Background: an optimization exercise with open tools, aiming at small area, a short achievable clock period and few clock cycles per item. Do not read the settings as production practice.
RTL that was checked went through simulation tests only; none was proved equivalent to the original.
Power and IR drop assume default switching activity.

==> inputs of branch willow <==
## uniform_grid_derivative
module uniform_grid_derivative
(
    input  wire logic                       i_clk,
    input  wire logic                       i_rst_n,
    input  wire logic                       i_cfg_wr_en,
    input  wire logic [ugd_pkg::TOL_W-1:0]           i_cfg_wr_data,
    input  wire logic                       i_in_valid,
    output logic                            o_in_ready,
    input  wire logic signed [ugd_pkg::SAMPLE_W-1:0] i_voltage_sample,
    input  wire logic signed [ugd_pkg::SAMPLE_W-1:0] i_current_sample,
    input  wire logic                       i_sequence_end,
    output logic                            o_out_valid,
    input  wire logic                       i_out_ready,
    output logic signed [ugd_pkg::SAMPLE_W-1:0]      o_derivative,
    output logic [ugd_pkg::ERR_W-1:0]                o_error_code,
    output logic                            o_run_last
);
==> flow/config.mk <==
export PLATFORM = sky130hd
export DESIGN_NAME = uniform_grid_derivative
export DESIGN_NICKNAME = uniform_grid_derivative
export VERILOG_FILES = /design/flow/design.v
export SDC_FILE = /design/flow/constraint.sdc
export NUM_CORES = 4
export LEC_CHECK = 0
export CAP_MARGIN = 20
export CORE_MARGIN = 2
export CORE_UTILIZATION = 40
export SETUP_SLACK_MARGIN = 3.5
export SLEW_MARGIN = 20
export SYNTH_HIERARCHICAL = 1
==> flow/constraint.sdc <==
create_clock -name core_clock -period 7.0 [get_ports {i_clk}]
set_input_delay 1.4000 -clock core_clock [delete_from_list [all_inputs] [get_ports {i_clk}]]
set_output_delay 1.4000 -clock core_clock [all_outputs]
set_load 0.01 [all_outputs]
run.sh (not shown) runs the stock make flow with config.mk's settings and CLKGATE_MAP_FILE= SYNTH_SCRIPT=/design/flow/synth_recipe.tcl, a recipe that flattens the netlist after the stock synthesis.
==> branch quartz: changes against branch willow <==
SYNTH_HIERARCHICAL = not set   (was 1)
==> comparison table <==
quantity                                                                  branch willow            branch quartz
Worst flop-to-flop path startpoint                                             r_pts[0]                  r_h[32]
Die extent in x                                                                238.3 um                 238.9 um
Fraction of power spent switching nets                                           45.89%                   46.24%
Adder-cell share of the synthesized area                                         10.91%                   10.71%
Synth Area in Simple Gates                                                       14.89%                   15.27%
Final Skew                                                                   0.02045 ns               0.03078 ns
Status                                                          complete, no violations  complete, no violations
Arr. time, crit path                                                            5.23 ns                  5.57 ns
Clock transition at the registers of the reported paths                         0.06 ns                  0.07 ns
Core area                                                                  0.05403 mm^2             0.05488 mm^2
Count of distinct cell types in the synthesized netlist                              79                       98
Critical-path maximum fanout                                                         16                        7
Number of buffers other than clock buffers in the final layout                      324                      456
Final critical-path required period                                            4.817 ns                 5.042 ns
Power of the clock network                                                      2000 uW                  1830 uW
Final worst-path setup slack                                                   2.183 ns                 1.958 ns
Antenna violations before repair                                                      1                        3
Cell Count Post-Placement                                                          3079                     3154
Initial standard-cell utilization of the core                                    40.63%                   40.23%
Routed wirelength normalized by instance count                                 24.62 um                 27.40 um
CTS HTree Levels                                                                      2                        1
Worst-Skew Late Latency                                                         0.58 ns                  0.62 ns
Instance count of the mapped netlist                                               2327                     2398
FF/Latch Area                                                             0.007787 mm^2            0.007782 mm^2
DP Area                                                                    0.02447 mm^2             0.02481 mm^2
Worst slew slack as a fraction of its limit                                      23.47%                   27.75%
Portion of total power attributed to combinational logic                          70.0%                    71.2%
No run of this note included a check of the RTL's function; only the layout flow was run.

---

==> inputs of v12 <==
==> flow/design.v <==
`default_nettype none
package ugd_pkg;
    localparam int SAMPLE_W  = 32;
    localparam int FRAC_BITS = 16;
    localparam int TOL_W     = 16;
    localparam int ERR_W     = 2;
    localparam int STEP_W = SAMPLE_W + 1;           
    localparam int DEV_W  = SAMPLE_W + 2;           
    localparam int CMP_W  = SAMPLE_W + 3;           
    localparam int NUM_W  = SAMPLE_W + 3;           
    localparam int MAG_W  = SAMPLE_W + 2;           
    localparam int DVD_W  = MAG_W + FRAC_BITS;      
    localparam int Q_W    = SAMPLE_W + 1;           
    localparam int CNT_W  = $clog2(DVD_W + 1);
    localparam logic [Q_W-1:0] SAT_POS = {2'b00, {(SAMPLE_W-1){1'b1}}};
    localparam logic [Q_W-1:0] SAT_NEG = {2'b01, {(SAMPLE_W-1){1'b0}}};
    localparam logic [TOL_W-1:0] TOL_RESET = TOL_W'(1);
    typedef enum logic [ERR_W-1:0] {
        ERR_OK       = 2'd0,
        ERR_FEW      = 2'd1,
        ERR_ZERO     = 2'd2,
        ERR_NONUNI   = 2'd3
    } t_err;
endpackage
`default_nettype wire
`default_nettype none
import ugd_pkg::*;
module uniform_grid_derivative
(
    input  wire logic                       i_clk,
    input  wire logic                       i_rst_n,
    input  wire logic                       i_cfg_wr_en,
    input  wire logic [ugd_pkg::TOL_W-1:0]           i_cfg_wr_data,
    input  wire logic                       i_in_valid,
    output logic                            o_in_ready,
    input  wire logic signed [ugd_pkg::SAMPLE_W-1:0] i_voltage_sample,
    input  wire logic signed [ugd_pkg::SAMPLE_W-1:0] i_current_sample,
    input  wire logic                       i_sequence_end,
    output logic                            o_out_valid,
    input  wire logic                       i_out_ready,
    output logic signed [ugd_pkg::SAMPLE_W-1:0]      o_derivative,
    output logic [ugd_pkg::ERR_W-1:0]                o_error_code,
    output logic                            o_run_last
);
    localparam int W = 35;
    typedef enum logic [3:0] {
        S_A   = 4'd0,    
        S_ACC = 4'd1,    
        S_B   = 4'd2,    
        S_F2  = 4'd3,    
        S_F3  = 4'd4,    
        S_DIV = 4'd5,    
        S_CV  = 4'd6,    
        S_LC  = 4'd7,    
        S_L1  = 4'd8,    
        S_L2  = 4'd9,    
        S_L3  = 4'd10    
    } t_state;
    typedef enum logic [2:0] {
        ACT_NONE  = 3'd0,
        ACT_CLEAR = 3'd1,    
        ACT_BREAK = 3'd2,    
        ACT_P0    = 3'd3,    
        ACT_P1    = 3'd4,    
        ACT_SHIFT = 3'd5,    
        ACT_ENDJ  = 3'd6     
    } t_act;
    t_state r_state, n_state;
    t_act   r_act, n_act;
    logic   r_ready, n_ready;
    logic [TOL_W-1:0]   r_tol;
    logic signed [33:0] r_e, n_e;           
    logic signed [32:0] r_h, n_h;           
    logic signed [31:0] r_i1, n_i1, r_i0, n_i0;
    logic [1:0]         r_pts, n_pts;
    logic               r_brk, n_brk;
    logic               r_pc, n_pc, r_pl, n_pl, r_ewr, n_ewr;
    logic signed [W-1:0] r_rem, n_rem;
    logic [31:0]         r_q, n_q;
    logic [4:0]          r_cnt, n_cnt;
    logic                r_ex, n_ex, r_gneg, n_gneg, r_dn, n_dn, r_jlast, n_jlast;
    logic                r_conv, n_conv;
    logic                r_out_valid, n_out_valid;
    logic [1:0]          r_out_err, n_out_err;
    logic                r_out_last, n_out_last;
    logic signed [W-1:0] pa_x, pa_y, pa;
    logic                pa_inv;
    logic xv, xc, xi0, xr, xe, ye, yh, yi0, yi1, y4r;
    logic st_a, st_b, st_f2, st_f3, st_div, st_cv, st_lc, st_l1, st_l2, st_l3;
    logic ewr_now, acc_e;
    always_comb begin
        st_a   = (r_state == S_A);
        st_b   = (r_state == S_B);
        st_f2  = (r_state == S_F2);
        st_f3  = (r_state == S_F3);
        st_div = (r_state == S_DIV);
        st_cv  = (r_state == S_CV);
        st_lc  = (r_state == S_LC);
        st_l1  = (r_state == S_L1);
        st_l2  = (r_state == S_L2);
        st_l3  = (r_state == S_L3);
        ewr_now = st_div && r_ewr;                             
        acc_e   = r_ready && (r_act == ACT_P0 || r_act == ACT_P1);
        xv  = st_a || acc_e || (ewr_now && !r_pl);
        xc  = (st_b && r_pts[0]) || st_f2 || (st_cv && !r_pl) || (ewr_now && r_pl);
        xi0 = st_b && !r_pts[0];
        xr  = st_f3 || st_l3 || (st_lc && !r_pl);
        xe  = (st_lc && r_pl) || st_l1 || st_l2;
        ye  = st_a;
        yh  = (r_ready && r_act == ACT_P1) || (ewr_now && !r_pl);
        yi1 = (st_b && !r_pts[0]) || st_l1;
        yi0 = (st_b && r_pts[0]) || st_f3 || (st_cv && !r_pl) || (st_lc && r_pl) || st_l3;
        y4r = st_f2 || st_l2;
        pa_inv = st_a || st_b || st_f3 || (st_cv && !r_pl) || (st_lc && r_pl) || st_l1 || st_l2 || st_l3;
        pa_x = ({W{xv}}  & W'(i_voltage_sample))
             | ({W{xc}}  & W'(i_current_sample))
             | ({W{xi0}} & W'(r_i0))
             | ({W{xr}}  & r_rem)
             | ({W{xe}}  & W'(r_e));
        pa_y = ({W{ye}}  & W'(r_e))
             | ({W{yh}}  & W'(r_h))
             | ({W{yi0}} & W'(r_i0))
             | ({W{yi1}} & W'(r_i1))
             | ({W{y4r}} & (r_rem <<< 2));
    end
    assign pa = pa_x + (pa_y ^ {W{pa_inv}}) + W'(pa_inv);
    logic signed [W-1:0] dvs, step_t;
    logic                sub, qbit, rem_zero;
    assign dvs      = W'(signed'({r_h, 1'b0}));
    assign sub      = (r_rem[W-1] == r_h[32]);
    assign step_t   = {r_rem[W-2:0], r_q[31]} + (sub ? ~dvs : dvs) + W'(sub);
    assign qbit     = ~(step_t[W-1] ^ r_dn);
    assign rem_zero = (r_rem == '0);
    logic        exact, qneg, ovf, corr;
    logic [32:0] r33;
    logic [31:0] res;
    assign exact = r_ex || rem_zero;
    assign qneg  = r_gneg ^ r_dn;
    assign ovf   = r_q[31] ^ qneg;
    assign corr  = r_dn ^ (r_gneg & ~exact);
    assign r33   = {r_q[31], r_q} + 33'(corr);
    always_comb begin
        if (ovf)                     res = qneg ? 32'h8000_0000 : 32'h7fff_ffff;
        else if (r33[32] != r33[31]) res = 32'h7fff_ffff;
        else                         res = r33[31:0];
    end
    logic too_far, out_free;
    assign too_far  = (r_rem > W'(signed'({1'b0, r_tol}))) || (r_rem < -(W'(signed'({1'b0, r_tol}))));
    assign out_free = !r_out_valid || i_out_ready;
    logic emit, load;
    logic [1:0] emit_code;
    logic load_sig, load_last, load_ewr;
    always_comb begin
        n_state     = r_state;
        n_act       = r_act;
        n_ready     = 1'b0;
        n_e         = r_e;
        n_h         = r_h;
        n_i1        = r_i1;
        n_i0        = r_i0;
        n_pts       = r_pts;
        n_brk       = r_brk;
        n_pc        = r_pc;
        n_pl        = r_pl;
        n_ewr       = r_ewr;
        n_rem       = r_rem;
        n_q         = r_q;
        n_cnt       = r_cnt;
        n_ex        = r_ex;
        n_gneg      = r_gneg;
        n_dn        = r_dn;
        n_jlast     = r_jlast;
        n_conv      = 1'b0;
        n_out_valid = r_out_valid && !i_out_ready;
        n_out_err   = r_out_err;
        n_out_last  = r_out_last;
        emit        = 1'b0;
        emit_code   = 2'd0;
        load        = 1'b0;
        load_sig    = 1'b0;
        load_last   = 1'b0;
        load_ewr    = 1'b0;
        if (r_ready) begin
            case (r_act)
                ACT_CLEAR: begin n_pts = 2'd0; n_brk = 1'b0; end
                ACT_BREAK: n_brk = 1'b1;
                ACT_P0: begin
                    n_e = pa[33:0]; n_i1 = i_current_sample; n_pts = 2'd1;
                end
                ACT_P1: begin
                    n_e = pa[33:0]; n_i0 = r_i1; n_i1 = i_current_sample; n_pts = 2'd2;
                end
                ACT_SHIFT: begin
                    n_i0 = r_i1; n_i1 = i_current_sample; n_pts = 2'd3;
                end
                ACT_ENDJ: begin n_pts = 2'd0; n_brk = 1'b0; end
                default: ;
            endcase
        end
        if (ewr_now) begin
            n_e   = pa[33:0];
            n_ewr = 1'b0;
        end
        case (r_state)
            S_A: begin
                if (i_in_valid) begin
                    n_rem = pa;
                    if (r_pts == 2'd1) n_h = pa[32:0];
                    if (r_brk || (r_pts == 2'd0 && !i_sequence_end)) begin
                        n_act   = r_brk ? (i_sequence_end ? ACT_CLEAR : ACT_NONE) : ACT_P0;
                        n_ready = 1'b1;
                        n_state = S_ACC;
                    end else begin
                        n_state = S_B;
                    end
                end
            end
            S_ACC: n_state = S_A;
            S_B: begin
                if (r_pts < 2'd2 && i_sequence_end) begin
                    if (out_free) begin
                        emit = 1'b1; emit_code = ERR_FEW;
                        n_act = ACT_CLEAR; n_ready = 1'b1; n_state = S_ACC;
                    end
                end else if (r_pts == 2'd1) begin
                    if (rem_zero) begin
                        if (out_free) begin
                            emit = 1'b1; emit_code = ERR_ZERO;
                            n_act = ACT_BREAK; n_ready = 1'b1; n_state = S_ACC;
                        end
                    end else begin
                        n_act = ACT_P1; n_ready = 1'b1; n_state = S_ACC;
                    end
                end else if (too_far) begin
                    if (out_free) begin
                        emit = 1'b1; emit_code = ERR_NONUNI;
                        n_act = i_sequence_end ? ACT_CLEAR : ACT_BREAK;
                        n_ready = 1'b1; n_state = S_ACC;
                    end
                end else if (r_pts == 2'd2) begin
                    n_rem = pa;                  
                    n_pc = 1'b1; n_pl = i_sequence_end;
                    n_state = S_F2;
                end else if (out_free) begin
                    load = 1'b1;                 
                    load_ewr = 1'b1;
                    n_pc = 1'b0; n_pl = i_sequence_end;
                    n_act = i_sequence_end ? ACT_ENDJ : ACT_SHIFT;
                    n_ready = 1'b1;
                    n_state = S_DIV;
                end
            end
            S_F2: begin
                n_rem = pa;                      
                n_state = S_F3;
            end
            S_F3: begin
                if (out_free) begin
                    load = 1'b1; load_sig = 1'b1;    
                    load_ewr = 1'b1;
                    if (r_pl) begin
                        n_act = ACT_ENDJ; n_ready = 1'b1;
                    end
                    n_state = S_DIV;
                end
            end
            S_DIV: begin
                n_rem = step_t;
                n_q   = {r_q[30:0], qbit};
                n_ex  = (r_ex || rem_zero) && !r_q[31];
                n_cnt = r_cnt + 5'd1;
                if (r_cnt == 5'd31) begin
                    n_conv = 1'b1;
                    if (r_pc)      n_state = S_CV;
                    else if (r_pl) n_state = S_L1;
                    else           n_state = S_A;
                end
            end
            S_CV: begin
                if (!r_pl) begin
                    n_rem = pa;                  
                    n_act = ACT_SHIFT; n_ready = 1'b1;
                end
                n_state = S_LC;
            end
            S_LC: begin
                if (out_free) begin
                    load = 1'b1;                 
                    n_pc = 1'b0;
                    n_state = S_DIV;
                end
            end
            S_L1: begin
                n_rem = pa;                      
                n_state = S_L2;
            end
            S_L2: begin
                n_rem = pa;                      
                n_state = S_L3;
            end
            S_L3: begin
                if (out_free) begin
                    load = 1'b1; load_sig = 1'b1; load_last = 1'b1;    
                    n_pl = 1'b0;
                    n_state = S_DIV;
                end
            end
            default: n_state = S_A;
        endcase
        if (load) begin
            n_rem   = W'(pa[W-1:16]) | {{16{pa[W-1]}}, 19'd0};
            n_q     = {pa[15:0], 16'd0};
            n_gneg  = pa[W-1];
            n_dn    = r_h[32] ^ load_sig;
            n_ex    = 1'b0;
            n_cnt   = 5'd0;
            n_jlast = load_last;
            n_ewr   = load_ewr;
        end
        if (emit) begin
            n_q         = '0;
            n_out_valid = 1'b1;
            n_out_err   = emit_code;
            n_out_last  = 1'b1;
        end
        if (r_conv) begin
            n_q         = res;
            n_out_valid = 1'b1;
            n_out_err   = ERR_OK;
            n_out_last  = r_jlast;
        end
    end
    always_ff @(posedge i_clk) begin
        if (!i_rst_n) begin
            r_state     <= S_A;
            r_ready     <= 1'b0;
            r_tol       <= TOL_RESET;
            r_pts       <= 2'd0;
            r_brk       <= 1'b0;
            r_pc        <= 1'b0;
            r_pl        <= 1'b0;
            r_ewr       <= 1'b0;
            r_conv      <= 1'b0;
            r_out_valid <= 1'b0;
        end else begin
            r_state     <= n_state;
            r_ready     <= n_ready;
            if (i_cfg_wr_en) begin
                r_tol <= i_cfg_wr_data;
            end
            r_pts       <= n_pts;
            r_brk       <= n_brk;
            r_pc        <= n_pc;
            r_pl        <= n_pl;
            r_ewr       <= n_ewr;
            r_conv      <= n_conv;
            r_out_valid <= n_out_valid;
        end
    end
    always_ff @(posedge i_clk) begin
        r_act      <= n_act;
        r_e        <= n_e;
        r_h        <= n_h;
        r_i1       <= n_i1;
        r_i0       <= n_i0;
        r_rem      <= n_rem;
        r_q        <= n_q;
        r_cnt      <= n_cnt;
        r_ex       <= n_ex;
        r_gneg     <= n_gneg;
        r_dn       <= n_dn;
        r_jlast    <= n_jlast;
        r_out_err  <= n_out_err;
        r_out_last <= n_out_last;
    end
    assign o_in_ready   = r_ready;
    assign o_out_valid  = r_out_valid;
    assign o_derivative = r_q;
    assign o_error_code = r_out_err;
    assign o_run_last   = r_out_last;
endmodule
`default_nettype wire
==> flow/run.sh <==
#!/bin/bash
# synth_recipe.tcl (not shown) runs the flow's synth.tcl, then flattens the netlist and writes it again
# the make line also repeats each setting of config.mk as NAME=value (left out here)
make -C /OpenROAD-flow-scripts/flow DESIGN_CONFIG=/design/flow/config.mk WORK_HOME=/design/flow/orfs CLKGATE_MAP_FILE= SYNTH_SCRIPT=/design/flow/synth_recipe.tcl finish
==> flow/config.mk <==
export PLATFORM = sky130hd
export DESIGN_NAME = uniform_grid_derivative
export DESIGN_NICKNAME = uniform_grid_derivative
export VERILOG_FILES = /design/flow/design.v
export SDC_FILE = /design/flow/constraint.sdc
export NUM_CORES = 4
export LEC_CHECK = 0
export ABC_CLOCK_PERIOD_IN_PS = 2500
export CAP_MARGIN = 20
export CORE_MARGIN = 2
export CORE_UTILIZATION = 40
export SETUP_SLACK_MARGIN = 3.5
export SLEW_MARGIN = 20
==> flow/constraint.sdc <==
create_clock -name core_clock -period 7.0 [get_ports {i_clk}]
set_input_delay 1.4000 -clock core_clock [delete_from_list [all_inputs] [get_ports {i_clk}]]
set_output_delay 1.4000 -clock core_clock [all_outputs]
set_load 0.01 [all_outputs]
==> inputs of v23, as changes to v12 <==
SETUP_SLACK_MARGIN = default   (was 3.5)
==> results.txt <==
| item | v23 | v12 |
|---|---|---|
| Status | timing/DRC/antenna clean | timing/DRC/antenna clean |
| Switching component of the power | 3.743 mW | 4.588 mW |
| Worst setup slack after placement | 946.5 ps | 1300 ps |
| Multi-input gate share of the layout cell area | 49.40% | 48.50% |
| Total stage count of the critical path | 18 | 21 |
| Worst-case headroom to the max-slew limit | 34.35% | 35.37% |
| Clk pwr | 1.47 mW | 1.72 mW |
| Layout overhead on the synthesized area | 16.47% | 47.68% |
| Area of all sequential standard cells | 6897 um2 | 6922 um2 |
| Clock-pin transition on the worst setup and hold timing paths | 60 ps | 70 ps |
| Most frequent cell on the critical path | sky130_fd_sc_hd__o21ai_0 | sky130_fd_sc_hd__buf_4 |
| Critical path endpoint | r_rem[4] | r_rem[28] |
| Proportion of cell area spent on the clock network | 4.443% | 4.097% |
| Global routing usage summed across all routing layers | 26.75% | 30.51% |
| Wire length of the first global-routing pass | 92,930 um | 104,500 um |
| Register-to-register setup slack | 830 ps | 2300 ps |
Testbench counts of v12, summed over its fixed seeds: cycles 106,914, items 3,235.
Testbench counts of v23, summed over its fixed seeds: cycles 106,914, items 3,235.

## re-timing with driven ports
The flow's constraints put no driver on any port. The routed layouts listed below were extracted and timed again, unchanged, in two steps.
Step 1 (the two cells are an assumption about what drives the block):
set clk [get_ports {i_clk}]
set_driving_cell -lib_cell sky130_fd_sc_hd__clkbuf_16 $clk
set_driving_cell -lib_cell sky130_fd_sc_hd__buf_2 [delete_from_list [all_inputs] $clk]
Step 2, shift: input delay + t, output delay - t, t = (earliest + latest rising clock arrival at the registers) / 2. This alone moves slack from input paths to output paths.
Slacks: ideal / step 1 / step 2; pairs: ideal / step 1.
| run | shift t [ns] | slack for setup (ns) | clock arrival spread, ns | slew at the worst register clock pin (ns) | cell pins on the clock port's net |
|---|---|---|---|---|---|
| branch willow | 0.631 | 2.183 / 2.183 / 1.651 | 0.022 / 0.022 | 0.07 / 0.07 | 1 |
| branch quartz | 0.667 | 1.958 / 1.958 / 1.622 | 0.031 / 0.031 | 0.07 / 0.07 | 1 |
| v12 | 0.651 | 2.296 / 2.296 / 1.735 | 0.015 / 0.015 | 0.07 / 0.07 | 1 |
| v23 | 0.639 | 0.825 / 0.825 / 0.811 | 0.017 / 0.017 | 0.06 / 0.06 | 1 |
After both steps setup and hold are still met in every run listed. For v12, which loses most, drivers alone change the setup slack by 0.000 ns; drivers and shift together by -0.561 ns.
